Source: an optimization exercise on an open RTL-to-GDS flow (aim: small area, a short achievable clock period and few clock cycles per item). Production flows keep margins and buffers that such runs may drop.
In this exercise RTL edits were held to simulation tests only and were not proved equivalent to the original.

**flow/design.v**
```verilog
package tcprto_pkg;
  localparam int PRIM_W   = 25;
  localparam int FALL_W   = 24;
  localparam int TICK_W   = 24;
  localparam int STATE_W  = 32;
  localparam int SHIFT_W  = 3;
  localparam int IN_DATA_W  = 56;
  localparam int OUT_DATA_W = 88;
  localparam int CFG_IDX_W  = 2;
  localparam int CFG_DATA_W = 24;
  typedef enum logic [CFG_IDX_W-1:0] {
    REG_ALPHA_SHIFT = 2'd0,
    REG_BETA_SHIFT  = 2'd1,
    REG_CLOCK_GRAN  = 2'd2,
    REG_RTO_LIMIT   = 2'd3
  } cfg_reg_t;
  localparam logic [SHIFT_W-1:0] ALPHA_SHIFT_RST = 3'd3;
  localparam logic [SHIFT_W-1:0] BETA_SHIFT_RST  = 3'd2;
  localparam logic [TICK_W-1:0]  CLOCK_GRAN_RST  = 24'd1;
  localparam logic [TICK_W-1:0]  RTO_LIMIT_RST   = 24'd60;
  localparam int STATE_INIT_TICKS = 3;
endpackage
module tcp_rto_estimator_core #(
  parameter int TIME_BITS = 24,
  parameter int FRAC_BITS = 8
) (
  input  logic                                   clk,
  input  logic                                   rst_n,
  input  logic                                   in_tvalid,
  output logic                                   in_tready,
  input  logic [tcprto_pkg::IN_DATA_W-1:0]       in_tdata,
  output logic                                   out_tvalid,
  input  logic                                   out_tready,
  output logic [tcprto_pkg::OUT_DATA_W-1:0]      out_tdata,
  input  logic                                   cfg_valid,
  output logic                                   cfg_ready,
  input  logic [tcprto_pkg::CFG_IDX_W-1:0]       cfg_index,
  input  logic [tcprto_pkg::CFG_DATA_W-1:0]      cfg_data
);
  localparam int TW = tcprto_pkg::TICK_W;
  localparam int SW = tcprto_pkg::STATE_W;
  localparam logic [SW-1:0] STATE_INIT =
    SW'(tcprto_pkg::STATE_INIT_TICKS) << FRAC_BITS;
  function automatic logic [35:0] add36(input logic [35:0] a,
                                        input logic [35:0] b,
                                        input logic        ci);
    logic [35:0] p, g, pp, gg;
    begin
      p  = a ^ b;
      g  = a & b;
      gg = g;
      pp = p;
      gg[0] = g[0] | (p[0] & ci);
      for (int l = 0; l < 6; l++) begin
        for (int i = 0; i < 36; i++) begin
          if (((i >> l) & 1) == 1) begin
            gg[i] = gg[i] | (pp[i] & gg[((i >> l) << l) - 1]);
            pp[i] = pp[i] & pp[((i >> l) << l) - 1];
          end
        end
      end
      add36 = p ^ {gg[34:0], ci};
    end
  endfunction
  logic [tcprto_pkg::SHIFT_W-1:0] alpha_r;
  logic [tcprto_pkg::SHIFT_W-1:0] beta_r;
  logic [TW-1:0]                  gran_r;
  logic [TW-1:0]                  limit_r;
  assign cfg_ready = 1'b1;
  always_ff @(posedge clk) begin
    if (!rst_n) begin
      alpha_r <= tcprto_pkg::ALPHA_SHIFT_RST;
      beta_r  <= tcprto_pkg::BETA_SHIFT_RST;
      gran_r  <= tcprto_pkg::CLOCK_GRAN_RST;
      limit_r <= tcprto_pkg::RTO_LIMIT_RST;
    end else if (cfg_valid) begin
      case (cfg_index)
        tcprto_pkg::REG_ALPHA_SHIFT: alpha_r <= cfg_data[tcprto_pkg::SHIFT_W-1:0];
        tcprto_pkg::REG_BETA_SHIFT:  beta_r  <= cfg_data[tcprto_pkg::SHIFT_W-1:0];
        tcprto_pkg::REG_CLOCK_GRAN:  gran_r  <= cfg_data[TW-1:0];
        default:                     limit_r <= cfg_data[TW-1:0];
      endcase
    end
  end
  logic v0_r, v1_r, v2_r, v3_r, skid_v_r, rdy_r;
  logic adv, in_fire;
  assign adv       = !v3_r || out_tready;
  assign in_fire   = in_tvalid && rdy_r;
  assign in_tready = rdy_r;
  always_ff @(posedge clk) begin
    if (!rst_n) begin
      v0_r     <= 1'b0;
      v1_r     <= 1'b0;
      v2_r     <= 1'b0;
      v3_r     <= 1'b0;
      skid_v_r <= 1'b0;
      rdy_r    <= 1'b1;
    end else if (adv) begin
      v0_r     <= skid_v_r || in_fire;
      v1_r     <= v0_r;
      v2_r     <= v1_r;
      v3_r     <= v2_r;
      skid_v_r <= 1'b0;
      rdy_r    <= 1'b1;
    end else if (in_fire) begin
      skid_v_r <= 1'b1;
      rdy_r    <= 1'b0;
    end
  end
  logic [TW-1:0] ticks_in;
  logic [TW-1:0] t0_r;
  logic [TW-1:0] skid_r;
  assign ticks_in = in_tdata[tcprto_pkg::PRIM_W-1] ?
                    in_tdata[tcprto_pkg::PRIM_W +: tcprto_pkg::FALL_W] :
                    in_tdata[TW-1:0];
  always_ff @(posedge clk) begin
    if (adv) t0_r <= skid_v_r ? skid_r : ticks_in;
    if (!skid_v_r) skid_r <= ticks_in;
  end
  logic [SW-1:0] srtt_r;
  logic [SW-1:0] dev_r;
  logic [SW-1:0] m1, ms1, xs1, xlow_mask;
  logic          ge1, c1;
  logic [SW-1:0] s1_s, s1_c, s1_cc, srtt_nxt;
  logic [SW-1:0] u1, u2, u3, d_s, d_c, dev_nxt;
  always_comb begin
    m1        = {t0_r, 8'd0};
    ms1       = m1 >> alpha_r;
    xs1       = srtt_r >> alpha_r;
    xlow_mask = ~({SW{1'b1}} << alpha_r);
    ge1       = m1 >= srtt_r;
    c1        = ge1 && ((srtt_r & xlow_mask) != '0);
    s1_s      = srtt_r ^ ~xs1 ^ ms1;
    s1_c      = (srtt_r & ~xs1) | (srtt_r & ms1) | (~xs1 & ms1);
    s1_cc     = {s1_c[SW-2:0], ~c1};
    srtt_nxt  = SW'(add36(36'(s1_s), 36'(s1_cc), 1'b0));
    u1        = s1_s  ^ {SW{ge1}};
    u2        = s1_cc ^ {SW{ge1}};
    u3        = m1    ^ {SW{!ge1}};
    d_s       = u1 ^ u2 ^ u3;
    d_c       = (u1 & u2) | (u1 & u3) | (u2 & u3);
    dev_nxt   = SW'(add36(36'(d_s), 36'({d_c[SW-2:0], 1'b1}), ge1));
  end
  always_ff @(posedge clk) begin
    if (!rst_n) begin
      srtt_r <= STATE_INIT;
    end else if (adv && v0_r) begin
      srtt_r <= srtt_nxt;
    end
  end
  always_ff @(posedge clk) begin
    if (adv && v0_r) dev_r <= dev_nxt;
  end
  logic [SW-1:0] rttvar_r;
  logic [SW-1:0] srtt2_r;
  logic [SW-1:0] vs2, ds2, low_mask2, dl2, vl2;
  logic          ge2, lt2, gt2;
  logic [SW-1:0] s2_s, s2_c, rttvar_nxt;
  always_comb begin
    vs2        = rttvar_r >> beta_r;
    ds2        = dev_r >> beta_r;
    low_mask2  = ~({SW{1'b1}} << beta_r);
    dl2        = dev_r & low_mask2;
    vl2        = rttvar_r & low_mask2;
    ge2        = dev_r >= rttvar_r;
    lt2        = dl2[6:0] < vl2[6:0];
    gt2        = dl2[6:0] > vl2[6:0];
    s2_s       = rttvar_r ^ ~vs2 ^ ds2;
    s2_c       = (rttvar_r & ~vs2) | (rttvar_r & ds2) | (~vs2 & ds2);
    rttvar_nxt = SW'(add36(36'(s2_s), 36'({s2_c[SW-2:0], !(ge2 && lt2)}), !ge2 && gt2));
  end
  always_ff @(posedge clk) begin
    if (!rst_n) begin
      rttvar_r <= STATE_INIT;
    end else if (adv && v1_r) begin
      rttvar_r <= rttvar_nxt;
    end
  end
  always_ff @(posedge clk) begin
    if (adv && v1_r) srtt2_r <= srtt_r;
  end
  logic          sel_g;
  logic [35:0]   w3, a_s, a_c, a_sum, lim3, g_s, g_c;
  logic          gt3;
  logic [TW-1:0] rto_nxt;
  logic [TW-1:0] rto_r;
  logic [SW-1:0] srtt_out_r;
  logic [SW-1:0] rttvar_out_r;
  always_comb begin
    sel_g = {2'b00, gran_r} > rttvar_r[SW-1:6];
    w3    = sel_g ? {4'd0, gran_r, 8'd0} : {2'b00, rttvar_r, 2'b00};
    a_s   = {4'd0, srtt2_r} ^ w3 ^ 36'd255;
    a_c   = ({4'd0, srtt2_r} & w3) | ({4'd0, srtt2_r} & 36'd255) | (w3 & 36'd255);
    a_sum = add36(a_s, {a_c[34:0], 1'b0}, 1'b0);
    lim3  = {4'hf, ~limit_r, 8'hff};
    g_s   = {4'd0, srtt2_r} ^ w3 ^ lim3;
    g_c   = ({4'd0, srtt2_r} & w3) | ({4'd0, srtt2_r} & lim3) | (w3 & lim3);
    gt3   = 37'(g_s) + 37'({g_c, 1'b0}) >= 37'h10_0000_0000;
    rto_nxt = gt3 ? limit_r : a_sum[31:8];
  end
  always_ff @(posedge clk) begin
    if (adv && v2_r) begin
      rto_r        <= rto_nxt;
      srtt_out_r   <= srtt2_r;
      rttvar_out_r <= rttvar_r;
    end
  end
  assign out_tvalid = v3_r;
  assign out_tdata  = {rttvar_out_r, srtt_out_r, rto_r};
endmodule
```
**flow/flow/run.sh**
```bash
#!/bin/bash
# standard layout; the resizer aims for setup slack well above zero, and the
# port buffers are the smallest plain buffer
bash standard.sh SETUP_SLACK_MARGIN=11.5 BUFFER_PORTS_ARGS="-buffer_cell sky130_fd_sc_hd__buf_1" finish > standard_flow.log 2>&1
```
**flow/standard.sh**
```bash
#!/bin/bash
# synth_recipe.tcl (not shown) runs the flow's synth.tcl, then flattens the netlist and writes it again
# the make line also repeats each setting of config.mk as NAME=value (left out here)
make -C /OpenROAD-flow-scripts/flow DESIGN_CONFIG=/design/flow/config.mk WORK_HOME=/design/flow/orfs CLKGATE_MAP_FILE= SYNTH_SCRIPT=/design/flow/synth_recipe.tcl "${@:-finish}"
```
**flow/config.mk**
```make
export PLATFORM = sky130hd
export DESIGN_NAME = tcp_rto_estimator_core
export DESIGN_NICKNAME = tcp_rto_estimator_core
export VERILOG_FILES = /design/flow/design.v
export SDC_FILE = /design/flow/constraint.sdc
export NUM_CORES = 4
export LEC_CHECK = 0
export ABC_AREA = 1
export CAP_MARGIN = 20
export CORE_MARGIN = 2
export CORE_UTILIZATION = 40
export PLACE_DENSITY = 0.72
export SLEW_MARGIN = 20
```
**flow/constraint.sdc**
```tcl
create_clock -name core_clock -period 16.0 [get_ports {clk}]
set_input_delay 3.2000 -clock core_clock [delete_from_list [all_inputs] [get_ports {clk}]]
set_output_delay 3.2000 -clock core_clock [all_outputs]
set_load 0.01 [all_outputs]
```
==> run_results.csv, run 1 <==
group,metric,value,unit
status,status,"finished clean",
timing,slew_headroom,33.4,%
clock_tree,hold_buffers,0,
final_layout,final_nets,4456,
clock_tree,cts-root-buf,"clkbuf_16",
route,drc,0,
synthesis,avgSynthCellArea,7.43,sq um
synthesis,synth-seq-cells,324,
route,firstDrtPassIters,7,
final_layout,fin_util,47.8,%
place,gp_congestion,0.959,
synthesis,yosys.area.top_type_share,18.9,%
clock_tree,clockBufferDepth,3,
clock_tree,cts.sinks,324,
die,core-area,68900,sq um
timing,hold_violations,0,
critical_path,cp.arrival,4.79,ns
global_routing,antenna_found_initial,4,
place,dpl-instance-area,29400,sq um
final_layout,postLayoutCellArea,33000,sq um
place,io_buffers,169,
synthesis,synth.top_cells.by_area,"edfxtp_1, nand2_1, ha_1",
synthesis,synth_flop_cell,"edfxtp_1",
clock_tree,clock_latency,0.60,ns
die,dieArea,72100,sq um
route,vias_per_cell,5.33,
synthesis,synth_area,28000,sq um
synthesis,synth-adder-area-share,20.8,%
die,die_y,269,um
die,start_util,40.6,%
global_routing,grt_pass1_wl,133,mm
final_layout,drive_gt1_share,10.3,%
synthesis,synth_mux_area_share,1.57,%
timing,holdWs,0.430,ns
critical_path,worstPathRequired,16.35,ns
synthesis,synth.yosys.warnings,1,
clock_tree,cts_buffers,40,
die,num_rows,96,
synthesis,synth_area_leader_cell,"edfxtp_1",
synthesis,synthCells,3768,
synthesis,synth_xor_area_share,4.07,%
synthesis,synth_commonest_cells,"nand2_1, inv_1, o21ai_0",
route,ant_nets,0,
timing,max_freq,0.225,GHz
clock_tree,cts_tree,"built",
synthesis,synth-simple-area-share,21.7,%
timing,finalSetupTns,0,ns
timing,fin_crit_sh,27.8,%
timing,worst_pin_slew,0.998,ns
global_routing,grtUsageTotal,23.7,%
synthesis,async_reset_ff_share,0,%
synthesis,synth_top_family_by_area,"simple AND/OR/NAND/NOR gates",
timing,slew_violations,0,
route,post_drt_wl_per_cell,18.2,um
place,dpl.hpwl,63.7,mm
global_routing,first_global_vias,24465,
synthesis,synth_compound_gate_area_share,12.7,%
timing,rsz0062_at_grt,"yes",
critical_path,critical_path_class,"reg2reg",
critical_path,cp_max_fo,18,
synthesis,synthDistinctLibCells,49,
route,via_count,26366,
timing,setup_viol,0,
route,wl,89.8,mm
synthesis,yosysSeqAreaShare,29.5,%
global_routing,grt_max_degree,102,
route,first_iter_violations,2703,
flow_run,drv_cap,0,
global_routing,gr-total-overflow,0,
synthesis,synth_fp_nets,4245,
final_layout,syn2layout_area_growth,17.8,%
min_path,hold_path.class,"reg2reg",
synthesis,synth_most_common_cell,"nand2_1",
die,die_w,269,um
critical_path,end_kind,"register",
critical_path,start_kind,"register",
clock_tree,cts.htree.levels,2,
clock_tree,cts.clk_slew.worst_paths,0.07,ns
die,num_io_pins,178,
timing,min_period,4.44,ns
synthesis,synth-edff-count,176,
timing,finalClockSkew,0.0534,ns
## metrics by stage
step	cells	worst slack, ns
final	4943	11.56
after detailed placement	4756	9.95
after global placement	4756	10.04
after floorplan	3768	11.04
after global routing	4942	11.40
after CTS	4875	11.46
## cell usage in the layout, fill, tap and decap left out, drive strengths merged
| master | n |
|---|---|
| and3 | 1 |
| a41oi | 1 |
| xnor2 | 43 |
| nand4 | 7 |
| a31o | 1 |
| o21a | 4 |
| nor2 | 201 |
| edfxtp | 176 |
| o221ai | 2 |
| diode | 1 |
| buf | 281 |
| clkinvlp | 17 |
| fa | 126 |
| xor2 | 87 |
| inv | 556 |
| nand3b | 4 |
| conb | 1 |
| and2 | 2 |
| bufbuf | 3 |
| a22oi | 1 |
| clkbuf | 56 |
| o21ai | 332 |
| a31oi | 6 |
| a21boi | 7 |
| o21bai | 6 |
| clkinv | 15 |
| nand2 | 1051 |
| o211ai | 14 |
| o22ai | 8 |
| mux2i | 44 |
| bufinv | 2 |
| ha | 264 |
| or2 | 9 |
| a21o | 17 |
| o32ai | 1 |
| dfxtp | 148 |
| a21oi | 271 |
| a211oi | 2 |
| nor3 | 22 |
| nand3 | 222 |
## path summary, 6_finish.rpt
kind / startpoint / endpoint / slack, ns / cells after the start
hold / removal: srtt_r[1]$_SDFFE_PN0P_ / srtt2_r[1]$_DFFE_PP_ / 0.43 / 0
setup / recovery: alpha_r[0]$_SDFFE_PN1P_ / dev_r[16]$_DFFE_PP_ / 11.56 / 22
hold reg to reg: srtt_r[1]$_SDFFE_PN0P_ / srtt2_r[1]$_DFFE_PP_ / 0.43 / 0
setup reg to reg: alpha_r[0]$_SDFFE_PN1P_ / dev_r[16]$_DFFE_PP_ / 11.56 / 22
## worst max-delay path, cell delays in order (launching register included)
cell	delay (ns)
dfxtp_4	0.42
buf_12	0.16
clkinv_8	0.10
nand2_1	0.08
nand2_1	0.07
nor2_1	0.05
a31oi_2	0.25
nand2_1	0.12
o21ai_2	0.10
fa_2	0.50
xnor2_2	0.16
fa_1	0.57
inv_2	0.06
ha_1	0.27
nand2_1	0.06
inv_1	0.09
nand2_2	0.09
nor3_4	0.18
nand2_2	0.11
nand2_4	0.14
inv_1	0.07
fa_1	0.48
inv_1	0.04
## cell families after synthesis
| family | Yosys count |
|---|---|
| AND/OR/NAND/NOR | 1512 |
| buffers and inverters | 694 |
| AO/OA/AOI/OAI | 673 |
| adder cells (fa/ha/maj) | 390 |
| flip-flops | 324 |
| XOR/XNOR | 130 |
| multiplexers | 44 |
| other | 1 |
## state kept, by name, indices dropped and copies added (netlist names), 32 cells and up
register      cells
rttvar_r         32
srtt_out_r       32
rttvar_out_r     32
srtt2_r          32
dev_r            32
srtt_r           32
## what timing repair did
item / in CTS / in global routing
cloned: 16 / 9
resized for setup: 131 / 227
setup endpoints to repair: 200 / 160
buffers inserted: 29 / 58
pin swaps: 18 / 45
## metal layers
| layer | GRT usage (%) | vias up | part of all wire, % |
|---|---|---|---|
| met1 | 29.8 | 12154 | 39 |
| met3 | 4.45 | 326 | 9.3 |
| li1 | - | 12644 | - |
| met4 | 11.6 | 4 | 6.0 |
| met5 | 0 | - | 0.028 |
| met2 | 38.9 | 1238 | 45 |
## cell type report
class / instances / area [sq um]
Tap cell: 931 / 1160
Antenna cell: 1 / 2.50
Fill cell: 6601 / 36000
Timing Repair inverter: 4 / 30.0
Clock buffer: 46 / 1060
Multi-Input combinational cell: 2757 / 17800
Sequential cell: 324 / 8350
Inverter: 558 / 2160
Timing Repair Buffer: 294 / 2110
Clock inverter: 28 / 283
Testbench counts, summed over its fixed seeds: cycles 24,032, items 24,000.
==> inputs of run 2 (changes only) <==
--- a/flow/config.mk
+++ b/flow/config.mk
@@ -10,4 +10,3 @@
 export CORE_MARGIN = 2
-export CORE_UTILIZATION = 40
-export PLACE_DENSITY = 0.72
+export CORE_UTILIZATION = 50
 export SLEW_MARGIN = 20
==> run 2 against run 1 <==
Worst setup slack improved by 0.045 ns; critical endpoint is now dev_r[25]$_DFFE_PP_; cell count decreased by 3.9%; hold slack improved by 0.0089 ns; clock skew decreased by 0.026 ns; register-to-register slack improved by 0.04 ns; global-route usage increased by 5.7 points; die area decreased by 20%.
==> run_results.csv, run 2 <==
group,metric,value,unit
final_layout,final_nets,4444,
synthesis,synth_commonest_cells,"nand2_1, inv_1, o21ai_0",
place,gp_congestion,0.949,
synthesis,yosysSeqAreaShare,29.5,%
timing,fin_crit_sh,27.5,%
place,dpl.hpwl,64.6,mm
global_routing,grtUsageTotal,29.3,%
route,first_iter_violations,2194,
global_routing,antenna_found_initial,2,
critical_path,worstPathRequired,16.38,ns
clock_tree,cts.htree.levels,2,
critical_path,crit_buf_inv,4,
critical_path,critPathMostFrequentCell,"nand2_1",
min_path,hold_path.class,"reg2reg",
clock_tree,hold_buffers,0,
critical_path,cp_max_fo,27,
timing,finalClockSkew,0.0272,ns
die,num_io_pins,178,
min_path,hold_path_depth,0,
status,status,"finished clean",
synthesis,synthCells,3768,
clock_tree,cts.sinks,324,
clock_tree,cts-root-buf,"clkbuf_16",
die,die_y,241,um
final_layout,final_cell_mix,"nand2_1, inv_1, o21ai_0",
global_routing,first_global_vias,23330,
flow_run,drv_cap,0,
die,start_util,50.7,%
final_layout,fillers,5242,
route,post_drt_wl_per_cell,18.6,um
min_path,worstHoldEndpoint,"srtt2_r[1]$_DFFE_PP_",
timing,slew_headroom,34.6,%
synthesis,async_reset_ff_share,0,%
route,firstDrtPassIters,6,
final_layout,multi_input_area,17700,sq um
global_routing,gr-usage-met2,50.2,%
place,placed_cells,4574,
clock_tree,cts.clk_slew.worst_paths,0.06,ns
timing,min_period,4.40,ns
critical_path,slowest_stage,"fa_1",
critical_path,reg2reg_from,"t0_r[21]$_DFFE_PN_",
synthesis,synthDistinctLibCells,49,
timing,max_freq,0.227,GHz
global_routing,use_met1,39.2,%
synthesis,synth.top_cells.by_area,"edfxtp_1, nand2_1, ha_1",
global_routing,grt_pass1_wl,131,mm
global_routing,grt_max_degree,63,
critical_path,cp.arrival,4.78,ns
final_layout,layout.cells.non_filler,4750,
critical_path,ff2ff_setup_slack,11.60,ns
synthesis,synth_area,28000,sq um
critical_path,path_delay_family,"simple AND/OR/NAND/NOR gates",
final_layout,final_common_cell,"nand2_1",
route,vias_per_cell,5.36,
synthesis,synth_fp_nets,4245,
route,via_count,25481,
final_layout,syn2layout_area_growth,16.1,%
min_path,hp-start,"srtt_r[1]$_SDFFE_PN0P_",
synthesis,synth_most_common_cell,"nand2_1",
timing,slew_violations,0,
timing,hold_violations,0,
clock_tree,cts_tree,"built",
timing,worst_pin_slew,0.980,ns
global_routing,top_usage_layer,"met2",
timing,layout_setup_ws,11.60,ns
final_layout,seq_area,8370,sq um
global_routing,grtUsageMet3,3.03,%
critical_path,start_kind,"register",
global_routing,gr-total-overflow,0,
clock_tree,clockBufferDepth,3,
timing,finalSetupTns,0,ns
timing,setup_viol,0,
die,core-area,55200,sq um
critical_path,reg2regPathDepth,20,
synthesis,synth-edff-count,176,
critical_path,end_kind,"register",
route,drc,0,
final_layout,fin_util,58.9,%
critical_path,rr_endpoint,"dev_r[25]$_DFFE_PP_",
route,wl,88.6,mm
critical_path,slowest_delay,0.58,ns
route,ant_nets,0,
critical_path,critical_path_class,"reg2reg",
timing,rsz0062_at_grt,"yes",
final_layout,drive_gt1_share,9.70,%
synthesis,yosys.area.top_type_share,18.9,%
synthesis,synth_area_leader_cell,"edfxtp_1",
clock_tree,clock_latency,0.59,ns
synthesis,synth_flop_cell,"edfxtp_1",
synthesis,synth-seq-cells,324,
place,dp_slack,9.94,ns
clock_tree,cts_buffers,40,
place,io_buffers,169,
synthesis,avgSynthCellArea,7.43,sq um
die,dieArea,57900,sq um
critical_path,worstPathCellList,"ha_4 > nand2_1 > nor2_2 > nand4_1 > nor2_4 > nand2_4 > nand2_8 > buf_12 > buf_16 > xor2_1 > fa_1 > inv_1 > ha_1 > nand2_1 > nor2_1 > nand2_1 > inv_2 > nand3_1 > nand2_1 > xor2_1",
die,num_rows,86,
die,die_w,241,um
synthesis,synth.yosys.warnings,1,
## run 2: cell counts after synthesis
Identical to the previous run, type by type.
## run 2: worst max path at each step
stage	startpoint	endpoint	cells past startpoint
after floorplan	out_tready	rto_r[0]$_DFFE_PP_	2
after CTS	alpha_r[1]$_SDFFE_PN1P_	dev_r[17]$_DFFE_PP_	18
after global placement	alpha_r[0]$_SDFFE_PN1P_	dev_r[17]$_DFFE_PP_	18
final	t0_r[21]$_DFFE_PN_	dev_r[25]$_DFFE_PP_	20
after global routing	beta_r[2]$_SDFFE_PN0P_	rttvar_r[17]$_SDFFE_PN0P_	24
after detailed placement	alpha_r[0]$_SDFFE_PN1P_	dev_r[17]$_DFFE_PP_	20
## run 2: what timing repair did
item | CTS | global route
hold endpoints to repair | 0 | 0
gates cloned | 8 | 19
resized for setup | 119 | 215
setup endpoints to repair | 182 | 93
setup buffers | 15 | 57
pin swaps | 8 | 46
## run 2: per-stage QoR
stage | hold WS, ns | area (sq um)
detailed placement | 0.423 | 29200
finish | 0.439 | 32500
global route | 0.451 | 32500
floorplan | 0.408 | 28000
global placement | 0.421 | 29200
CTS | 0.438 | 31100
## run 2: cell type report
cell class,instances,area share (%)
repair buffers,284,6.24
flip-flops and latches,324,25.8
repair inverters,4,0.0924
clock inverters,21,0.804
diodes,4,0.0308
clock buffers,52,3.28
inverters,558,6.62
multi-input cells,2755,54.3
well taps,748,2.88
## run 2: layer usage
layer	vias to the layer above	share of wire [%]	wire length, um
li1	12620	-	-
met1	11850	43	37800
met2	821	47	41400
met3	190	6.3	5540
met4	0	4.3	3820
met5	-	0	0
## run 2: logic make-up (layout without fill, tap and decap cells)
family | count (synthesis) | after routing | synth area share [%]
buf+inv | 694 | 919 | 9.69
xor+xnor | 130 | 130 | 4.07
compound gates | 673 | 673 | 12.7
other cells | 1 | 5 | 0.0134
simple gates | 1512 | 1517 | 21.7
fa+ha+maj | 390 | 390 | 20.8
mux | 44 | 44 | 1.57
flops | 324 | 324 | 29.5
==> inputs of run 3 (changes only) <==
--- a/flow/design.v
+++ b/flow/design.v
@@ -201,3 +201,7 @@
   always_ff @(posedge clk) begin
-    if (adv && v2_r) begin
+    if (!rst_n) begin
+      rto_r        <= '0;
+      srtt_out_r   <= '0;
+      rttvar_out_r <= '0;
+    end else if (adv && v2_r) begin
       rto_r        <= rto_nxt;
--- a/flow/config.mk
+++ b/flow/config.mk
@@ -10,3 +10,3 @@
 export CORE_MARGIN = 2
-export CORE_UTILIZATION = 50
+export CORE_UTILIZATION = 40
 export SLEW_MARGIN = 20
==> run 3 against run 2 <==
Area after synthesis increased by 0.28%; sequential cell count unchanged; via count increased by 3.7%; largest cell class unchanged; still clean.
==> run_results.csv, run 3 <==
group,metric,value,unit
synthesis,synth-seq-cells,324,
route,first_iter_violations,2546,
final_layout,fillers,6967,
critical_path,path_delay_family,"buffers and inverters",
critical_path,critical_path_class,"in2reg",
status,status,"finished clean",
global_routing,gr-total-overflow,0,
place,gp_congestion,0.913,
synthesis,synth_most_common_cell,"nand2_1",
timing,min_period,4.54,ns
critical_path,worstPathRequired,16.48,ns
global_routing,grtUsageTotal,24.9,%
critical_path,worstPathCellList,"buf_1 > inv_1 > nor3_4 > clkinvlp_2 > o21ai_0 > a21oi_1",
route,ant_nets,0,
synthesis,synth_flop_cell,"dfxtp_1",
timing,hold_violations,0,
global_routing,first_global_vias,24358,
synthesis,synthCells,3811,
die,core-area,69800,sq um
clock_tree,cts.htree.levels,2,
timing,worst_pin_slew,0.840,ns
final_layout,drive_gt1_share,12.6,%
clock_tree,cts.clk_slew.worst_paths,0.06,ns
route,drc,0,
final_layout,insertedDiodeCount,0,
timing,rsz0062_at_grt,"yes",
timing,slew_violations,0,
die,num_rows,97,
flow_run,drv_cap,0,
critical_path,cp.arrival,5.02,ns
clock_tree,cts-root-buf,"clkbuf_16",
final_layout,final_nets,4480,
final_layout,syn2layout_area_growth,19.6,%
synthesis,yosysSeqAreaShare,26.2,%
die,die_w,269,um
timing,max_freq,0.220,GHz
synthesis,avgSynthCellArea,7.37,sq um
clock_tree,hold_buffers,0,
critical_path,end_kind,"register",
die,start_util,40.2,%
die,dieArea,72300,sq um
clock_tree,clockBufferDepth,3,
global_routing,grt_max_degree,105,
critical_path,slowest_stage,"clkinvlp_2",
clock_tree,cts_buffers,39,
synthesis,synth_area,28100,sq um
critical_path,crit_buf_inv,3,
synthesis,synth_fp_nets,4288,
synthesis,synth-edff-count,88,
clock_tree,cts.sinks,324,
die,die_y,269,um
synthesis,synth.yosys.warnings,1,
global_routing,antenna_found_initial,0,
place,io_buffers,169,
timing,slew_headroom,43.6,%
place,dpl.hpwl,66.2,mm
die,num_io_pins,178,
place,placed_cells,4778,
timing,holdWs,0.447,ns
route,firstDrtPassIters,6,
clock_tree,clock_latency,0.59,ns
synthesis,synth_commonest_cells,"nand2_1, inv_1, o21ai_0",
critical_path,slowest_delay,0.58,ns
synthesis,synth_area_leader_cell,"dfxtp_1",
final_layout,layout.cells.non_filler,4974,
final_layout,final_cell_mix,"nand2_1, inv_1, o21ai_0",
timing,fin_crit_sh,28.4,%
synthesis,yosys.area.top_type_share,16.8,%
critical_path,cp_max_fo,11,
clock_tree,cts_tree,"built",
route,via_count,26434,
timing,finalClockSkew,0.0528,ns
synthesis,synth.top_cells.by_area,"dfxtp_1, ha_1, nand2_1",
synthesis,async_reset_ff_share,0,%
critical_path,start_kind,"input pin",
global_routing,grt_pass1_wl,138,mm
final_layout,final_common_cell,"nand2_1",
timing,setup_viol,0,
min_path,hold_path.class,"reg2reg",
timing,finalSetupTns,0,ns
route,wl,93.8,mm
route,post_drt_wl_per_cell,18.9,um
synthesis,synthDistinctLibCells,59,
route,vias_per_cell,5.31,
==> run 3: cell types whose count changed after synthesis, moves of 10 or more <==
cell,before,now
xnor2_2,0,20
edfxtp_1,176,88
nand3_1,218,208
a21oi_1,270,363
clkbuf_1,72,101
nand2_1,1045,850
nand2_2,2,14
nand4_1,7,19
o21ai_0,332,396
nor2_1,198,179
xnor2_1,43,26
dfxtp_1,148,236
o21ai_1,0,27
inv_1,551,518
==> run 3: worst reg2reg max path, delay by kind of cell, from the launching register on <==
kind            cells  cell delay [ns]
compound gates      6             0.95
xor+xnor            1             0.16
fa+ha+maj           4             1.80
buf+inv             5             0.48
flops               1             0.47
simple gates        4             0.32
==> run 3: layout make-up <==
| type | instances | area (sq um) | area share (%) |
|---|---|---|---|
| Timing Repair inverter | 3 | 20.0 | 0.0596 |
| Sequential cell | 324 | 7480 | 22.3 |
| Clock inverter | 19 | 231 | 0.690 |
| Inverter | 529 | 2100 | 6.26 |
| Tap cell | 940 | 1180 | 3.50 |
| Multi-Input combinational cell | 2807 | 19100 | 56.9 |
| Clock buffer | 53 | 1100 | 3.28 |
| Timing Repair Buffer | 299 | 2360 | 7.03 |
==> run 3: cells by family after synthesis <==
| kind of cell | after synthesis | synth area share (%) |
|---|---|---|
| AOI/OAI and AO/OA | 889 | 16.8 |
| xor gates and xnor gates | 133 | 4.68 |
| adders and majority gates | 390 | 20.8 |
| buffers and inverters | 692 | 9.79 |
| DFF | 324 | 26.2 |
| muxes | 44 | 1.57 |
| other | 1 | 0.0134 |
| and+or+nand+nor | 1338 | 20.1 |
==> run 3: stage by stage <==
step	utilization (%)	worst slack (ns)	cell area, sq um
floorplan	-	11.54	28100
global placement	42.0	9.71	29300
detailed placement	42.0	9.75	29300
CTS	45.6	11.45	31800
global route	48.1	11.32	33600
finish	48.1	11.46	33600
==> run 3: worst paths after layout <==
kind                            depth (start not counted)                  endpoint                    from  slack [ns]
worst max-delay path                                    6  limit_r[12]$_SDFFE_PN0P_               cfg_valid       11.46
worst min-delay path                                    0      srtt2_r[1]$_DFFE_PP_  srtt_r[1]$_SDFFE_PN0P_        0.45
worst max register to register                         20       dev_r[16]$_DFFE_PP_      t0_r[11]$_DFFE_PN_       11.59
worst min register to register                          0      srtt2_r[1]$_DFFE_PP_  srtt_r[1]$_SDFFE_PN0P_        0.45
==> run 3: layer usage <==
| metal | routed length [um] | share of wire, % | track usage (%) | up-vias |
|---|---|---|---|---|
| li1 | - | - | - | 12939 |
| met1 | 40100 | 43 | 32.8 | 12341 |
| met2 | 43300 | 46 | 41.4 | 953 |
| met3 | 6740 | 7.2 | 3.53 | 201 |
| met4 | 3750 | 4.0 | 9.17 | 0 |
| met5 | 0 | 0 | 0 | - |
==> run 3: what timing repair did <==
item	in CTS	in global routing
gates cloned	17	17
buffers inserted	26	63
hold endpoints to repair	0	0
endpoints found under the setup margin	167	144
pin swaps	15	72
resized for setup	186	208
Testbench counts of run 3, summed over its fixed seeds: cycles 24,032, items 24,000.
==> inputs of run 4 (changes only) <==
--- a/flow/design.v
+++ b/flow/design.v
@@ -68,2 +68,4 @@
   logic [TW-1:0]                  limit_r;
+  logic [tcprto_pkg::SHIFT_W-1:0] alpha_n_r;
+  logic [tcprto_pkg::SHIFT_W-1:0] beta_n_r;
   assign cfg_ready = 1'b1;
@@ -73,2 +75,4 @@
       beta_r  <= tcprto_pkg::BETA_SHIFT_RST;
+      alpha_n_r <= ~tcprto_pkg::ALPHA_SHIFT_RST;
+      beta_n_r  <= ~tcprto_pkg::BETA_SHIFT_RST;
       gran_r  <= tcprto_pkg::CLOCK_GRAN_RST;
@@ -77,4 +81,10 @@
       case (cfg_index)
-        tcprto_pkg::REG_ALPHA_SHIFT: alpha_r <= cfg_data[tcprto_pkg::SHIFT_W-1:0];
-        tcprto_pkg::REG_BETA_SHIFT:  beta_r  <= cfg_data[tcprto_pkg::SHIFT_W-1:0];
+        tcprto_pkg::REG_ALPHA_SHIFT: begin
+          alpha_r   <= cfg_data[tcprto_pkg::SHIFT_W-1:0];
+          alpha_n_r <= ~cfg_data[tcprto_pkg::SHIFT_W-1:0];
+        end
+        tcprto_pkg::REG_BETA_SHIFT: begin
+          beta_r    <= cfg_data[tcprto_pkg::SHIFT_W-1:0];
+          beta_n_r  <= ~cfg_data[tcprto_pkg::SHIFT_W-1:0];
+        end
         tcprto_pkg::REG_CLOCK_GRAN:  gran_r  <= cfg_data[TW-1:0];
@@ -127,3 +137,3 @@
     m1        = {t0_r, 8'd0};
-    ms1       = m1 >> alpha_r;
+    ms1       = m1 >> ~alpha_n_r;
     xs1       = srtt_r >> alpha_r;
@@ -160,3 +170,3 @@
     vs2        = rttvar_r >> beta_r;
-    ds2        = dev_r >> beta_r;
+    ds2        = dev_r >> ~beta_n_r;
     low_mask2  = ~({SW{1'b1}} << beta_r);
@@ -201,7 +211,3 @@
   always_ff @(posedge clk) begin
-    if (!rst_n) begin
-      rto_r        <= '0;
-      srtt_out_r   <= '0;
-      rttvar_out_r <= '0;
-    end else if (adv && v2_r) begin
+    if (adv && v2_r) begin
       rto_r        <= rto_nxt;
==> run 4 against run 3 <==
Sequential share of layout area rose by 2.8 points; hold slack got worse by 0.0030 ns; global-route usage fell by 0.83 points; core utilization rose by 0.40 points; critical path type is now reg2reg.
==> run_results.csv, run 4 <==
group,metric,value,unit
status,status,"finished clean",
global_routing,first_global_vias,24365,
min_path,hold_path.class,"reg2reg",
die,core-area,70000,sq um
synthesis,synth_fp_nets,4334,
critical_path,reg2reg_from,"alpha_n_r[0]$_SDFFE_PN0P_",
min_path,hp-start,"srtt2_r[6]$_DFFE_PP_",
critical_path,cp.arrival,4.87,ns
timing,hold_violations,0,
critical_path,worstPathCellList,"buf_12 > clkinvlp_4 > buf_6 > nand2_2 > o21ai_2 > o21ai_2 > nand2_1 > o21ai_2 > fa_1 > xor2_2 > fa_2 > inv_2 > ha_4 > nand2_4 > nor4_2 > nand2_1 > nand2_4 > inv_4 > fa_2 > inv_2",
final_layout,syn2layout_area_growth,19.9,%
flow_run,drv_cap,0,
synthesis,synth.yosys.warnings,1,
timing,finalClockSkew,0.0436,ns
clock_tree,clockBufferDepth,3,
synthesis,async_reset_ff_share,0,%
critical_path,slowest_stage,"fa_2",
synthesis,synthCells,3857,
clock_tree,cts_buffers,40,
synthesis,synth.top_cells.by_area,"edfxtp_1, nand2_1, ha_1",
synthesis,synthDistinctLibCells,48,
place,placed_cells,4856,
final_layout,final_cell_mix,"nand2_1, inv_1, o21ai_0",
route,post_drt_wl_per_cell,18.0,um
final_layout,final_common_cell,"nand2_1",
timing,finalSetupTns,0,ns
synthesis,yosysSeqAreaShare,29.5,%
critical_path,worstPathRequired,16.31,ns
min_path,worstHoldEndpoint,"srtt_out_r[6]$_DFFE_PP_",
place,gp_congestion,0.944,
final_layout,layout.cells.non_filler,5064,
timing,rsz0062_at_grt,"yes",
synthesis,synth_most_common_cell,"nand2_1",
critical_path,rr_endpoint,"dev_r[16]$_DFFE_PP_",
place,dp_slack,9.50,ns
critical_path,slowest_delay,0.63,ns
timing,slew_violations,0,
timing,setup_viol,0,
global_routing,grtUsageTotal,24.0,%
place,dpl.hpwl,67.3,mm
timing,max_freq,0.219,GHz
synthesis,synth-edff-count,176,
critical_path,reg2regPathDepth,20,
die,die_y,270,um
critical_path,critical_path_class,"reg2reg",
global_routing,antenna_found_initial,0,
route,ant_nets,0,
critical_path,start_kind,"register",
synthesis,synth_flop_cell,"edfxtp_1",
clock_tree,cts.sinks,330,
min_path,hold_path_depth,0,
global_routing,grt_pass1_wl,138,mm
final_layout,final_nets,4569,
critical_path,ff2ff_setup_slack,11.44,ns
place,io_buffers,169,
route,vias_per_cell,5.18,
route,first_iter_violations,2467,
route,wl,91.0,mm
critical_path,end_kind,"register",
clock_tree,cts.htree.levels,2,
timing,worst_pin_slew,1.09,ns
clock_tree,cts.clk_slew.worst_paths,0.06,ns
critical_path,critPathMostFrequentCell,"o21ai_2",
timing,slew_headroom,26.7,%
synthesis,avgSynthCellArea,7.35,sq um
synthesis,yosys.area.top_type_share,18.6,%
route,firstDrtPassIters,6,
final_layout,drive_gt1_share,11.3,%
die,dieArea,73000,sq um
die,num_io_pins,178,
timing,holdWs,0.444,ns
clock_tree,clock_latency,0.60,ns
route,via_count,26207,
route,drc,0,
synthesis,synth-seq-cells,330,
timing,min_period,4.56,ns
die,num_rows,97,
timing,layout_setup_ws,11.44,ns
clock_tree,cts_tree,"built",
die,die_w,270,um
synthesis,synth_area_leader_cell,"edfxtp_1",
synthesis,synth_commonest_cells,"nand2_1, inv_1, o21ai_0",
global_routing,grt_max_degree,75,
global_routing,gr-total-overflow,0,
timing,fin_crit_sh,28.5,%
synthesis,synth_area,28300,sq um
die,start_util,40.5,%
clock_tree,hold_buffers,0,
clock_tree,cts-root-buf,"clkbuf_16",
critical_path,cp_max_fo,6,
==> run 4: cell count changes in the layout (fill, tap and decap cells not counted), moves of 13 or more <==
cell	delta
nand2_1	+261
dfxtp_1	-88
edfxtp_1	+88
a21oi_1	-82
o21ai_0	-71
inv_1	+48
buf_4	+33
xnor2_2	-19
o21ai_1	+15
nor2_1	+14
xnor2_1	+13
==> run 4: area by class of cell <==
type | instances | area (sq um)
multi-input cells | 2827 | 18200
repair buffers | 322 | 2330
clock inverters | 25 | 492
well taps | 940 | 1180
repair inverters | 2 | 12.5
clock buffers | 48 | 1050
diodes | 1 | 2.50
fillers | 6998 | 36100
inverters | 569 | 2240
flip-flops and latches | 330 | 8500
==> run 4: logic make-up after synthesis <==
| kind of cell | share of synthesized area [%] |
|---|---|
| AOI/OAI and AO/OA | 13.0 |
| xor gates and xnor gates | 3.71 |
| adders and majority gates | 20.6 |
| buffers and inverters | 9.74 |
| DFF | 29.5 |
| muxes | 1.24 |
| other | 0.0132 |
| and+or+nand+nor | 22.2 |
==> run 4: worst max-delay path by stage <==
stage,from,endpoint,slack (ns)
6_report,alpha_n_r[0]$_SDFFE_PN0P_,dev_r[16]$_DFFE_PP_,11.44
5_1_grt,alpha_n_r[0]$_SDFFE_PN0P_,dev_r[16]$_DFFE_PP_,11.32
4_1_cts,t0_r[23]$_DFFE_PN_,dev_r[31]$_DFFE_PP_,11.47
3_5_place_dp,rttvar_r[15]$_SDFFE_PN0P_,rto_r[19]$_DFFE_PP_,9.50
3_3_place_gp,rttvar_r[15]$_SDFFE_PN0P_,rto_r[10]$_DFFE_PP_,9.50
2_1_floorplan,out_tready,rto_r[0]$_DFFE_PP_,11.04
==> run 4: metrics by stage <==
step           utilization [%]  area [sq um]
6_report                  48.5         34000
5_1_grt                   48.5         34000
4_1_cts                   46.4         32500
3_5_place_dp              42.5         29800
3_3_place_gp              42.5         29800
2_1_floorplan                -         28400
==> run 4: layer usage <==
layer  share of wire [%]  vias to the layer above  track usage (%)
met4                 3.6                        0             7.97
met1                  44                    12216             32.2
met5                   0                        -                0
li1                    -                    12948                -
met2                  46                      870             39.6
met3                 7.1                      173             3.72
==> run 4: repair_timing <==
item                                    in CTS  in global routing
gates resized for setup                    190                214
pin swaps                                   21                 43
endpoints found under the setup margin     137                161
cloned                                      11                  9
setup buffers                               44                 70
==> run 4: critical path: cells and delay by family, from the launching register on <==
family / cells / cell delay [ns]
adders and majority gates: 4 / 1.99
DFF: 1 / 0.41
AOI/OAI and AO/OA: 3 / 0.32
buffers and inverters: 6 / 0.62
xor gates and xnor gates: 1 / 0.18
and+or+nand+nor: 6 / 0.76
Testbench counts of run 4, summed over its fixed seeds: cycles 24,032, items 24,000.
==> inputs of run 5 (changes only) <==
--- a/flow/design.v
+++ b/flow/design.v
@@ -64,2 +64,21 @@
   endfunction
+  function automatic logic [65:0] cadd33(input logic [32:0] a,
+                                         input logic [32:0] b);
+    logic [32:0] p, g, pp, gg;
+    begin
+      p  = a ^ b;
+      g  = a & b;
+      gg = g;
+      pp = p;
+      for (int l = 0; l < 6; l++) begin
+        for (int i = 0; i < 33; i++) begin
+          if (((i >> l) & 1) == 1) begin
+            gg[i] = gg[i] | (pp[i] & gg[((i >> l) << l) - 1]);
+            pp[i] = pp[i] & pp[((i >> l) << l) - 1];
+          end
+        end
+      end
+      cadd33 = {p ^ {gg[31:0] | pp[31:0], 1'b1}, p ^ {gg[31:0], 1'b0}};
+    end
+  endfunction
   logic [tcprto_pkg::SHIFT_W-1:0] alpha_r;
@@ -68,4 +87,2 @@
   logic [TW-1:0]                  limit_r;
-  logic [tcprto_pkg::SHIFT_W-1:0] alpha_n_r;
-  logic [tcprto_pkg::SHIFT_W-1:0] beta_n_r;
   assign cfg_ready = 1'b1;
@@ -75,4 +92,2 @@
       beta_r  <= tcprto_pkg::BETA_SHIFT_RST;
-      alpha_n_r <= ~tcprto_pkg::ALPHA_SHIFT_RST;
-      beta_n_r  <= ~tcprto_pkg::BETA_SHIFT_RST;
       gran_r  <= tcprto_pkg::CLOCK_GRAN_RST;
@@ -81,10 +96,4 @@
       case (cfg_index)
-        tcprto_pkg::REG_ALPHA_SHIFT: begin
-          alpha_r   <= cfg_data[tcprto_pkg::SHIFT_W-1:0];
-          alpha_n_r <= ~cfg_data[tcprto_pkg::SHIFT_W-1:0];
-        end
-        tcprto_pkg::REG_BETA_SHIFT: begin
-          beta_r    <= cfg_data[tcprto_pkg::SHIFT_W-1:0];
-          beta_n_r  <= ~cfg_data[tcprto_pkg::SHIFT_W-1:0];
-        end
+        tcprto_pkg::REG_ALPHA_SHIFT: alpha_r <= cfg_data[tcprto_pkg::SHIFT_W-1:0];
+        tcprto_pkg::REG_BETA_SHIFT:  beta_r  <= cfg_data[tcprto_pkg::SHIFT_W-1:0];
         tcprto_pkg::REG_CLOCK_GRAN:  gran_r  <= cfg_data[TW-1:0];
@@ -137,3 +146,3 @@
     m1        = {t0_r, 8'd0};
-    ms1       = m1 >> ~alpha_n_r;
+    ms1       = m1 >> alpha_r;
     xs1       = srtt_r >> alpha_r;
@@ -165,17 +174,11 @@
   logic [SW-1:0] srtt2_r;
-  logic [SW-1:0] vs2, ds2, low_mask2, dl2, vl2;
-  logic          ge2, lt2, gt2;
-  logic [SW-1:0] s2_s, s2_c, rttvar_nxt;
+  logic [SW-1:0] ae2, h2, rttvar_nxt;
+  logic [65:0]   e2;
+  logic          ge2;
   always_comb begin
-    vs2        = rttvar_r >> beta_r;
-    ds2        = dev_r >> ~beta_n_r;
-    low_mask2  = ~({SW{1'b1}} << beta_r);
-    dl2        = dev_r & low_mask2;
-    vl2        = rttvar_r & low_mask2;
-    ge2        = dev_r >= rttvar_r;
-    lt2        = dl2[6:0] < vl2[6:0];
-    gt2        = dl2[6:0] > vl2[6:0];
-    s2_s       = rttvar_r ^ ~vs2 ^ ds2;
-    s2_c       = (rttvar_r & ~vs2) | (rttvar_r & ds2) | (~vs2 & ds2);
-    rttvar_nxt = SW'(add36(36'(s2_s), 36'({s2_c[SW-2:0], !(ge2 && lt2)}), !ge2 && gt2));
+    e2         = cadd33({1'b0, dev_r}, {1'b1, ~rttvar_r});
+    ge2        = !e2[65];
+    ae2        = ge2 ? e2[64:33] : ~e2[31:0];
+    h2         = ae2 >> beta_r;
+    rttvar_nxt = SW'(add36({4'd0, rttvar_r}, {4'd0, h2 ^ {SW{!ge2}}}, !ge2));
   end
--- a/flow/config.mk
+++ b/flow/config.mk
@@ -10,3 +10,3 @@
 export CORE_MARGIN = 2
-export CORE_UTILIZATION = 40
+export CORE_UTILIZATION = 50
 export SLEW_MARGIN = 20
==> run 5 against run 4 <==
Hold slack better by 0.0081 ns; wire length is 4.5% higher; core utilization up 19 points; critical path depth grew 19; global-route usage is 7.8 points higher; critical path type unchanged.
==> run_results.csv, run 5 <==
group,metric,value,unit
status,status,"finished clean",
synthesis,synth_area_leader_cell,"edfxtp_1",
place,dpl.hpwl,62.7,mm
route,vias_per_cell,5.76,
synthesis,avgSynthCellArea,7.77,sq um
route,via_count,26102,
route,drc,0,
timing,slew_violations,0,
clock_tree,cts.sinks,324,
global_routing,grt_pass1_wl,138,mm
route,first_iter_violations,2056,
synthesis,synth_most_common_cell,"nand2_1",
min_path,hold_path_depth,0,
global_routing,grt_max_degree,69,
critical_path,end_kind,"register",
critical_path,reg2regPathDepth,39,
clock_tree,cts.htree.levels,2,
critical_path,critPathMostFrequentCell,"nand2_1",
route,firstDrtPassIters,7,
critical_path,start_kind,"register",
final_layout,syn2layout_area_growth,33.4,%
timing,worst_pin_slew,1.05,ns
die,dieArea,55200,sq um
timing,slew_headroom,29.4,%
timing,finalSetupTns,0,ns
die,start_util,50.6,%
flow_run,drv_cap,0,
clock_tree,cts_tree,"built",
clock_tree,cts-root-buf,"clkbuf_16",
timing,rsz0062_at_grt,"yes",
timing,finalClockSkew,0.0316,ns
synthesis,synth_fp_nets,3876,
final_layout,layout.cells.non_filler,4532,
critical_path,cp.arrival,5.50,ns
critical_path,slowest_stage,"dfxtp_4",
final_layout,final_cell_mix,"nand2_1, inv_1, nand3_1",
clock_tree,hold_buffers,0,
critical_path,worstPathRequired,16.47,ns
place,dp_slack,9.49,ns
timing,min_period,5.03,ns
synthesis,synth-edff-count,176,
die,num_io_pins,178,
final_layout,fillers,4185,
synthesis,async_reset_ff_share,0,%
global_routing,antenna_found_initial,6,
die,die_w,235,um
final_layout,final_common_cell,"nand2_1",
timing,setup_viol,0,
synthesis,synthCells,3432,
synthesis,synth-seq-cells,324,
clock_tree,cts_buffers,39,
place,placed_cells,4180,
die,core-area,52700,sq um
route,ant_nets,0,
synthesis,yosys.area.top_type_share,19.8,%
final_layout,final_nets,4255,
global_routing,gr-total-overflow,0,
critical_path,cp_max_fo,4,
die,die_y,235,um
final_layout,drive_gt1_share,25.3,%
place,gp_congestion,0.949,
critical_path,critical_path_class,"reg2reg",
global_routing,grtUsageTotal,31.9,%
place,io_buffers,169,
place,dpl-instance-area,27900,sq um
synthesis,synth_area,26700,sq um
synthesis,yosysSeqAreaShare,30.9,%
critical_path,slowest_delay,0.41,ns
timing,max_freq,0.199,GHz
min_path,hold_path.class,"reg2reg",
clock_tree,cts.clk_slew.worst_paths,0.06,ns
timing,holdWs,0.452,ns
timing,hold_violations,0,
timing,layout_setup_ws,10.97,ns
timing,fin_crit_sh,31.4,%
synthesis,synthDistinctLibCells,54,
synthesis,synth_flop_cell,"edfxtp_1",
synthesis,synth_commonest_cells,"nand2_1, inv_1, a21oi_1",
final_layout,postLayoutCellArea,35600,sq um
synthesis,synth.top_cells.by_area,"edfxtp_1, ha_1, dfxtp_1",
clock_tree,clockBufferDepth,3,
route,post_drt_wl_per_cell,21.0,um
die,num_rows,84,
route,wl,95.1,mm
synthesis,synth.yosys.warnings,1,
global_routing,first_global_vias,25077,
clock_tree,clock_latency,0.59,ns
-- run 5: cell families (layout without fill, tap and decap cells) --
kind of cell | after synthesis | in the layout | synth area share, %
AO/OA/AOI/OAI | 676 | 676 | 13.4
buffers and inverters | 616 | 1019 | 8.89
AND/OR/NAND/NOR | 1225 | 1232 | 19.4
other | 1 | 3 | 0.0141
XOR/XNOR | 206 | 206 | 6.77
adder cells (fa/ha/maj) | 357 | 357 | 19.5
flip-flops | 324 | 324 | 30.9
multiplexers | 27 | 27 | 1.01
-- run 5: stage by stage --
stage | utilization, %
global placement | 52.9
finish | 67.5
detailed placement | 52.9
floorplan | -
global route | 67.5
CTS | 62.6
-- run 5: worst paths after layout --
| check | slack [ns] | endpoint | start |
|---|---|---|---|
| max | 10.97 | rttvar_r[23]$_SDFFE_PN0P_ | rttvar_r[24]$_SDFFE_PN0P_ |
| min | 0.45 | srtt_out_r[7]$_DFFE_PP_ | srtt2_r[7]$_DFFE_PP_ |
| max reg2reg | 10.97 | rttvar_r[23]$_SDFFE_PN0P_ | rttvar_r[24]$_SDFFE_PN0P_ |
| min reg2reg | 0.45 | srtt_out_r[7]$_DFFE_PP_ | srtt2_r[7]$_DFFE_PP_ |
-- run 5: repair_timing --
item | CTS | global route
gates cloned | 24 | 7
resized for setup | 531 | 400
setup endpoints to repair | 185 | 159
setup buffers | 152 | 91
pin swaps | 126 | 161
-- run 5: layout make-up --
class / instances / area [sq um] / share of cell area, %
antenna: 2 / 5.00 / 0.0141
tap: 688 / 861 / 2.42
clock buffer: 55 / 1110 / 3.11
multi-input combinational: 2499 / 19300 / 54.2
inverter: 484 / 1880 / 5.30
clock inverter: 17 / 180 / 0.507
timing repair inverter: 2 / 12.5 / 0.0352
timing repair buffer: 461 / 3840 / 10.8
sequential: 324 / 8380 / 23.6
-- run 5: worst max-delay path, delay by kind of cell, from the launching register on --
kind,cells,cell delay [ns]
AND/OR/NAND/NOR,17,1.57
flip-flops,1,0.41
adder cells (fa/ha/maj),2,0.54
buffers and inverters,10,1.14
AO/OA/AOI/OAI,9,1.09
XOR/XNOR,1,0.17
-- run 5: routing by layer --
metal,track usage (%),vias up,routed length (um)
li1,-,12128,-
met1,37.9,12454,36200
met2,54.7,1135,45200
met3,5.42,379,6920
met4,17.7,6,6730
met5,0,-,39
Testbench counts of run 5, summed over its fixed seeds: cycles 24,032, items 24,000.
==> inputs of run 6 (changes only) <==
--- a/flow/design.v
+++ b/flow/design.v
@@ -64,5 +64,5 @@
   endfunction
-  function automatic logic [65:0] cadd33(input logic [32:0] a,
-                                         input logic [32:0] b);
-    logic [32:0] p, g, pp, gg;
+  function automatic logic [61:0] cadd31(input logic [30:0] a,
+                                         input logic [30:0] b);
+    logic [30:0] p, g, pp, gg;
     begin
@@ -72,4 +72,4 @@
       pp = p;
-      for (int l = 0; l < 6; l++) begin
-        for (int i = 0; i < 33; i++) begin
+      for (int l = 0; l < 5; l++) begin
+        for (int i = 0; i < 31; i++) begin
           if (((i >> l) & 1) == 1) begin
@@ -80,3 +80,3 @@
       end
-      cadd33 = {p ^ {gg[31:0] | pp[31:0], 1'b1}, p ^ {gg[31:0], 1'b0}};
+      cadd31 = {p ^ {gg[29:0] | pp[29:0], 1'b1}, p ^ {gg[29:0], 1'b0}};
     end
@@ -141,5 +141,6 @@
   logic [SW-1:0] m1, ms1, xs1, xlow_mask;
-  logic          ge1, c1;
-  logic [SW-1:0] s1_s, s1_c, s1_cc, srtt_nxt;
-  logic [SW-1:0] u1, u2, u3, d_s, d_c, dev_nxt;
+  logic          ge1, nz1;
+  logic [SW-1:0] s1_s, s1_c, s1_cc, d_s, d_c;
+  logic [61:0]   w1, u1;
+  logic [SW-1:0] srtt_nxt, dev_nxt;
   always_comb begin
@@ -150,13 +151,19 @@
     ge1       = m1 >= srtt_r;
-    c1        = ge1 && ((srtt_r & xlow_mask) != '0);
+    nz1       = (srtt_r & xlow_mask) != '0;
     s1_s      = srtt_r ^ ~xs1 ^ ms1;
     s1_c      = (srtt_r & ~xs1) | (srtt_r & ms1) | (~xs1 & ms1);
-    s1_cc     = {s1_c[SW-2:0], ~c1};
-    srtt_nxt  = SW'(add36(36'(s1_s), 36'(s1_cc), 1'b0));
-    u1        = s1_s  ^ {SW{ge1}};
-    u2        = s1_cc ^ {SW{ge1}};
-    u3        = m1    ^ {SW{!ge1}};
-    d_s       = u1 ^ u2 ^ u3;
-    d_c       = (u1 & u2) | (u1 & u3) | (u2 & u3);
-    dev_nxt   = SW'(add36(36'(d_s), 36'({d_c[SW-2:0], 1'b1}), ge1));
+    s1_cc     = {s1_c[SW-2:0], 1'b0};
+    w1        = cadd31(s1_s[SW-1:1], s1_c[SW-2:0]);
+    srtt_nxt[SW-1:1] = (!(ge1 && nz1) && s1_s[0]) ? w1[61:31] : w1[30:0];
+    srtt_nxt[0]      = s1_s[0] ^ !(ge1 && nz1);
+    d_s       = m1 ^ ~s1_s ^ ~s1_cc;
+    d_c       = (m1 & ~s1_s) | (m1 & ~s1_cc) | (~s1_s & ~s1_cc);
+    u1        = cadd31(d_s[SW-1:1], d_c[SW-2:0]);
+    if (ge1) begin
+      dev_nxt[SW-1:1] = (nz1 || d_s[0]) ? u1[61:31] : u1[30:0];
+      dev_nxt[0]      = d_s[0] ^ !nz1;
+    end else begin
+      dev_nxt[SW-1:1] = ~u1[30:0];
+      dev_nxt[0]      = ~d_s[0];
+    end
   end
@@ -174,11 +181,22 @@
   logic [SW-1:0] srtt2_r;
-  logic [SW-1:0] ae2, h2, rttvar_nxt;
-  logic [65:0]   e2;
-  logic          ge2;
+  logic [SW-1:0] vs2, ds2, low_mask2, dl2, vl2;
+  logic          ge2, lt2, gt2;
+  logic [SW-1:0] s2_s, s2_c, rttvar_nxt;
+  logic [61:0]   w2;
+  logic          up2;
   always_comb begin
-    e2         = cadd33({1'b0, dev_r}, {1'b1, ~rttvar_r});
-    ge2        = !e2[65];
-    ae2        = ge2 ? e2[64:33] : ~e2[31:0];
-    h2         = ae2 >> beta_r;
-    rttvar_nxt = SW'(add36({4'd0, rttvar_r}, {4'd0, h2 ^ {SW{!ge2}}}, !ge2));
+    vs2        = rttvar_r >> beta_r;
+    ds2        = dev_r >> beta_r;
+    low_mask2  = ~({SW{1'b1}} << beta_r);
+    dl2        = dev_r & low_mask2;
+    vl2        = rttvar_r & low_mask2;
+    ge2        = dev_r >= rttvar_r;
+    lt2        = dl2[6:0] < vl2[6:0];
+    gt2        = dl2[6:0] > vl2[6:0];
+    s2_s       = rttvar_r ^ ~vs2 ^ ds2;
+    s2_c       = (rttvar_r & ~vs2) | (rttvar_r & ds2) | (~vs2 & ds2);
+    w2         = cadd31(s2_s[SW-1:1], s2_c[SW-2:0]);
+    up2        = ge2 ? (!lt2 && s2_s[0]) : (gt2 || s2_s[0]);
+    rttvar_nxt[SW-1:1] = up2 ? w2[61:31] : w2[30:0];
+    rttvar_nxt[0]      = s2_s[0] ^ !(ge2 ? lt2 : gt2);
   end
@@ -194,4 +212,4 @@
   end
-  logic          sel_g;
-  logic [35:0]   w3, a_s, a_c, a_sum, lim3, g_s, g_c;
+  logic          sel_g, nz3;
+  logic [35:0]   fv3, w3, a_s, a_c, a_sum, b_sum, lim3, g_s, g_c;
   logic          gt3;
@@ -203,6 +221,9 @@
     sel_g = {2'b00, gran_r} > rttvar_r[SW-1:6];
-    w3    = sel_g ? {4'd0, gran_r, 8'd0} : {2'b00, rttvar_r, 2'b00};
-    a_s   = {4'd0, srtt2_r} ^ w3 ^ 36'd255;
-    a_c   = ({4'd0, srtt2_r} & w3) | ({4'd0, srtt2_r} & 36'd255) | (w3 & 36'd255);
+    fv3   = {2'b00, rttvar_r, 2'b00};
+    a_s   = {4'd0, srtt2_r} ^ fv3 ^ 36'd255;
+    a_c   = ({4'd0, srtt2_r} & fv3) | ({4'd0, srtt2_r} & 36'd255) | (fv3 & 36'd255);
     a_sum = add36(a_s, {a_c[34:0], 1'b0}, 1'b0);
+    nz3   = srtt2_r[7:0] != 8'd0;
+    b_sum = add36({12'd0, srtt2_r[SW-1:8]}, {12'd0, gran_r}, nz3);
+    w3    = sel_g ? {4'd0, gran_r, 8'd0} : fv3;
     lim3  = {4'hf, ~limit_r, 8'hff};
@@ -211,3 +232,5 @@
     gt3   = 37'(g_s) + 37'({g_c, 1'b0}) >= 37'h10_0000_0000;
-    rto_nxt = gt3 ? limit_r : a_sum[31:8];
+    if (gt3)        rto_nxt = limit_r;
+    else if (sel_g) rto_nxt = b_sum[TW-1:0];
+    else            rto_nxt = a_sum[31:8];
   end
==> flow/flow/run.sh (replaced) <==
#!/bin/bash
# standard layout, with the resizer aiming for setup slack well above zero
bash standard.sh SETUP_SLACK_MARGIN=11.5 finish > standard_flow.log 2>&1
--- a/flow/config.mk
+++ b/flow/config.mk
@@ -7,6 +7,5 @@
 export LEC_CHECK = 0
-export ABC_AREA = 1
 export CAP_MARGIN = 20
 export CORE_MARGIN = 2
-export CORE_UTILIZATION = 50
+export CORE_UTILIZATION = 40
 export SLEW_MARGIN = 20
==> run 6 against run 5 <==
Sequential share of layout area decreased by 0.99 points; still clean; wire length rose by 7.3%; die area up 30%; hold slack improved by 0.0099 ns; critical path type unchanged; synthesized cell count decreased by 15%; largest cell class unchanged.
==> run_results.csv, run 6 <==
group,metric,value,unit
die,die_w,268,um
synthesis,synth.top_cells.by_area,"edfxtp_1, ha_1, dfxtp_1",
synthesis,synth_compound_gate_area_share,15.7,%
synthesis,synthCells,2931,
final_layout,insertedDiodeCount,0,
clock_tree,cts.clk_slew.worst_paths,0.06,ns
status,status,"finished clean",
timing,setup_viol,0,
clock_tree,cts.sinks,324,
die,num_io_pins,178,
final_layout,fin_util,53.7,%
clock_tree,cts-root-buf,"clkbuf_16",
synthesis,synth-adder-area-share,22.6,%
synthesis,synth_fp_nets,3448,
final_layout,final_common_cell,"nand2_1",
die,core-area,68700,sq um
global_routing,gr-total-overflow,0,
synthesis,synth-simple-area-share,12.3,%
final_layout,drive_gt1_share,24.0,%
final_layout,postLayoutCellArea,36900,sq um
synthesis,avgSynthCellArea,9.48,sq um
global_routing,antenna_found_initial,1,
min_path,hold_path.class,"reg2reg",
timing,rsz0062_at_grt,"yes",
critical_path,slowest_delay,0.53,ns
synthesis,synth_area,27800,sq um
synthesis,synth-edff-count,176,
critical_path,start_kind,"register",
critical_path,cp_max_fo,7,
final_layout,syn2layout_area_growth,32.8,%
clock_tree,clock_latency,0.59,ns
critical_path,worstPathRequired,16.32,ns
route,firstDrtPassIters,7,
clock_tree,cts.htree.levels,2,
global_routing,grtUsageTotal,27.4,%
critical_path,critPathMostFrequentCell,"a21oi_2",
timing,min_period,5.46,ns
final_layout,final_cell_mix,"nand2_1, ha_1, inv_1",
place,gp_congestion,0.941,
critical_path,critical_path_class,"reg2reg",
clock_tree,cts_buffers,40,
die,num_rows,96,
final_layout,final_nets,3831,
global_routing,first_global_vias,24331,
timing,finalClockSkew,0.0301,ns
global_routing,grt_pass1_wl,148,mm
flow_run,drv_cap,0,
route,post_drt_wl_per_cell,23.9,um
die,die_y,268,um
synthesis,synth_flop_cell,"edfxtp_1",
synthesis,synth_area_leader_cell,"edfxtp_1",
synthesis,yosysSeqAreaShare,29.7,%
place,dpl.hpwl,66.6,mm
synthesis,synth-seq-cells,324,
place,dpl-instance-area,30700,sq um
synthesis,synth.yosys.warnings,1,
timing,finalSetupTns,0,ns
route,ant_nets,0,
synthesis,synth_mux_area_share,10.6,%
timing,slew_headroom,41.0,%
route,drc,0,
synthesis,synth_commonest_cells,"nand2_1, ha_1, inv_1",
critical_path,cp.arrival,5.78,ns
timing,worst_pin_slew,0.876,ns
critical_path,end_kind,"register",
die,start_util,40.4,%
place,io_buffers,169,
route,first_iter_violations,2072,
route,vias_per_cell,5.73,
synthesis,synth_top_family_by_area,"adder cells",
timing,slew_violations,0,
timing,max_freq,0.183,GHz
critical_path,slowest_stage,"fa_1",
global_routing,grt_max_degree,78,
synthesis,synthDistinctLibCells,84,
timing,fin_crit_sh,34.1,%
die,dieArea,71600,sq um
route,wl,102,mm
synthesis,yosys.area.top_type_share,19.0,%
synthesis,synth_xor_area_share,3.84,%
synthesis,async_reset_ff_share,0,%
route,via_count,24495,
timing,hold_violations,0,
clock_tree,clockBufferDepth,3,
synthesis,synth_most_common_cell,"nand2_1",
clock_tree,cts_tree,"built",
-- run 6: changes by cell type after synthesis, sizes merged, moves of 33 or more --
cell	delta
nand2	-388
ha	+51
mux4	+38
nand3	-238
xor2	-98
and2	+33
mux2i	+138
a21o	+75
a21boi	+54
a21oi	-138
mux2	+38
inv	-221
o21ai	-92
-- run 6: metrics by stage --
step | hold WS, ns | worst slack, ns | instances
floorplan | 0.406 | 10.82 | 2931
global placement | 0.452 | 9.10 | 3943
detailed placement | 0.456 | 9.07 | 3943
CTS | 0.470 | 10.48 | 4183
global route | 0.487 | 10.34 | 4277
finish | 0.462 | 10.54 | 4277
-- run 6: repair_timing --
| item | 4_1_cts | 5_1_grt |
|---|---|---|
| setup endpoints to repair | 384 | 195 |
| hold buffers | 0 | 0 |
| buffers inserted | 141 | 88 |
| resized for setup | 407 | 244 |
| gates cloned | 25 | 6 |
| pin swaps | 106 | 127 |
-- run 6: worst max-delay path: cells and delay by family (launching register included) --
family          cells  cell delay [ns]
compound gates     18             3.11
fa+ha+maj           3             0.96
buf+inv             4             0.51
flops               1             0.40
simple gates        3             0.22
-- run 6: cells by family after synthesis --
| kind of cell | after synthesis |
|---|---|
| AND/OR/NAND/NOR | 742 |
| AO/OA/AOI/OAI | 686 |
| adder cells (fa/ha/maj) | 430 |
| buffers and inverters | 385 |
| flip-flops | 324 |
| multiplexers | 241 |
| XOR/XNOR | 122 |
| other | 1 |
-- run 6: layout make-up --
| type | instances | area (sq um) |
|---|---|---|
| Inverter | 261 | 1090 |
| Sequential cell | 324 | 8330 |
| Clock inverter | 23 | 213 |
| Fill cell | 6004 | 31800 |
| Tap cell | 931 | 1160 |
| Timing Repair inverter | 4 | 47.5 |
| Timing Repair Buffer | 453 | 4750 |
| Clock buffer | 51 | 1140 |
| Multi-Input combinational cell | 2230 | 20200 |
-- run 6: path summary, 6_finish.rpt --
check | from | end | slack [ns] | cells after the start
worst max-delay path | rttvar_r[9]$_SDFFE_PN1P_ | rto_r[2]$_DFFE_PP_ | 10.54 | 28
worst min-delay path | skid_r[21]$_DFF_P_ | skid_r[21]$_DFF_P_ | 0.46 | 2
worst max register to register | rttvar_r[9]$_SDFFE_PN1P_ | rto_r[2]$_DFFE_PP_ | 10.54 | 28
worst min register to register | skid_r[21]$_DFF_P_ | skid_r[21]$_DFF_P_ | 0.46 | 2
-- run 6: metal layers --
metal	vias up	GRT usage, %	wire length (um)
li1	11187	-	-
met1	11895	33.2	40200
met2	1045	46.4	47500
met3	366	3.51	6480
met4	2	16.7	7840
met5	-	0	13
Testbench counts of run 6, summed over its fixed seeds: cycles 24,032, items 24,000.

afterwards: timing with drivers on the ports:
How much do the figures lean on ideal ports? The routed layouts below were timed once more, with nothing changed but the port constraints.
Step 1: set_driving_cell puts a clkbuf_16 on clk and a buf_2 on each other input, an assumption about the parent block.
Step 2 adds t to the input delays and takes it off the output delays; t is the mean of the earliest and latest rising clock arrival at the registers after step 1. Input paths then give back, and output paths get back, about the clock's delay inside the block.
a / b / c = ideal / step 1 / step 2; a / b = the first two.
run	t, ns	slack for setup (ns)	hold WS [ns]	worst data-port slew with drivers (ns)
run 1	0.640	11.559 / 11.499 / 11.030	0.430 / 0.430 / 0.430	0.08
run 2	0.631	11.604 / 11.557 / 11.048	0.439 / 0.439 / 0.439	0.04
run 3	0.628	11.460 / 11.471 / 10.843	0.447 / 0.447 / 0.447	0.11
run 4	0.643	11.443 / 11.443 / 11.047	0.444 / 0.444 / 0.444	0.10
run 5	0.635	10.971 / 10.971 / 10.955	0.452 / 0.452 / 0.452	0.11
run 6	0.636	10.543 / 10.543 / 10.543	0.462 / 0.462 / 0.462	0.05
After both steps every run listed still meets setup and hold. For run 3, which loses most, drivers alone change the setup slack by +0.011 ns; drivers and shift together by -0.617 ns.
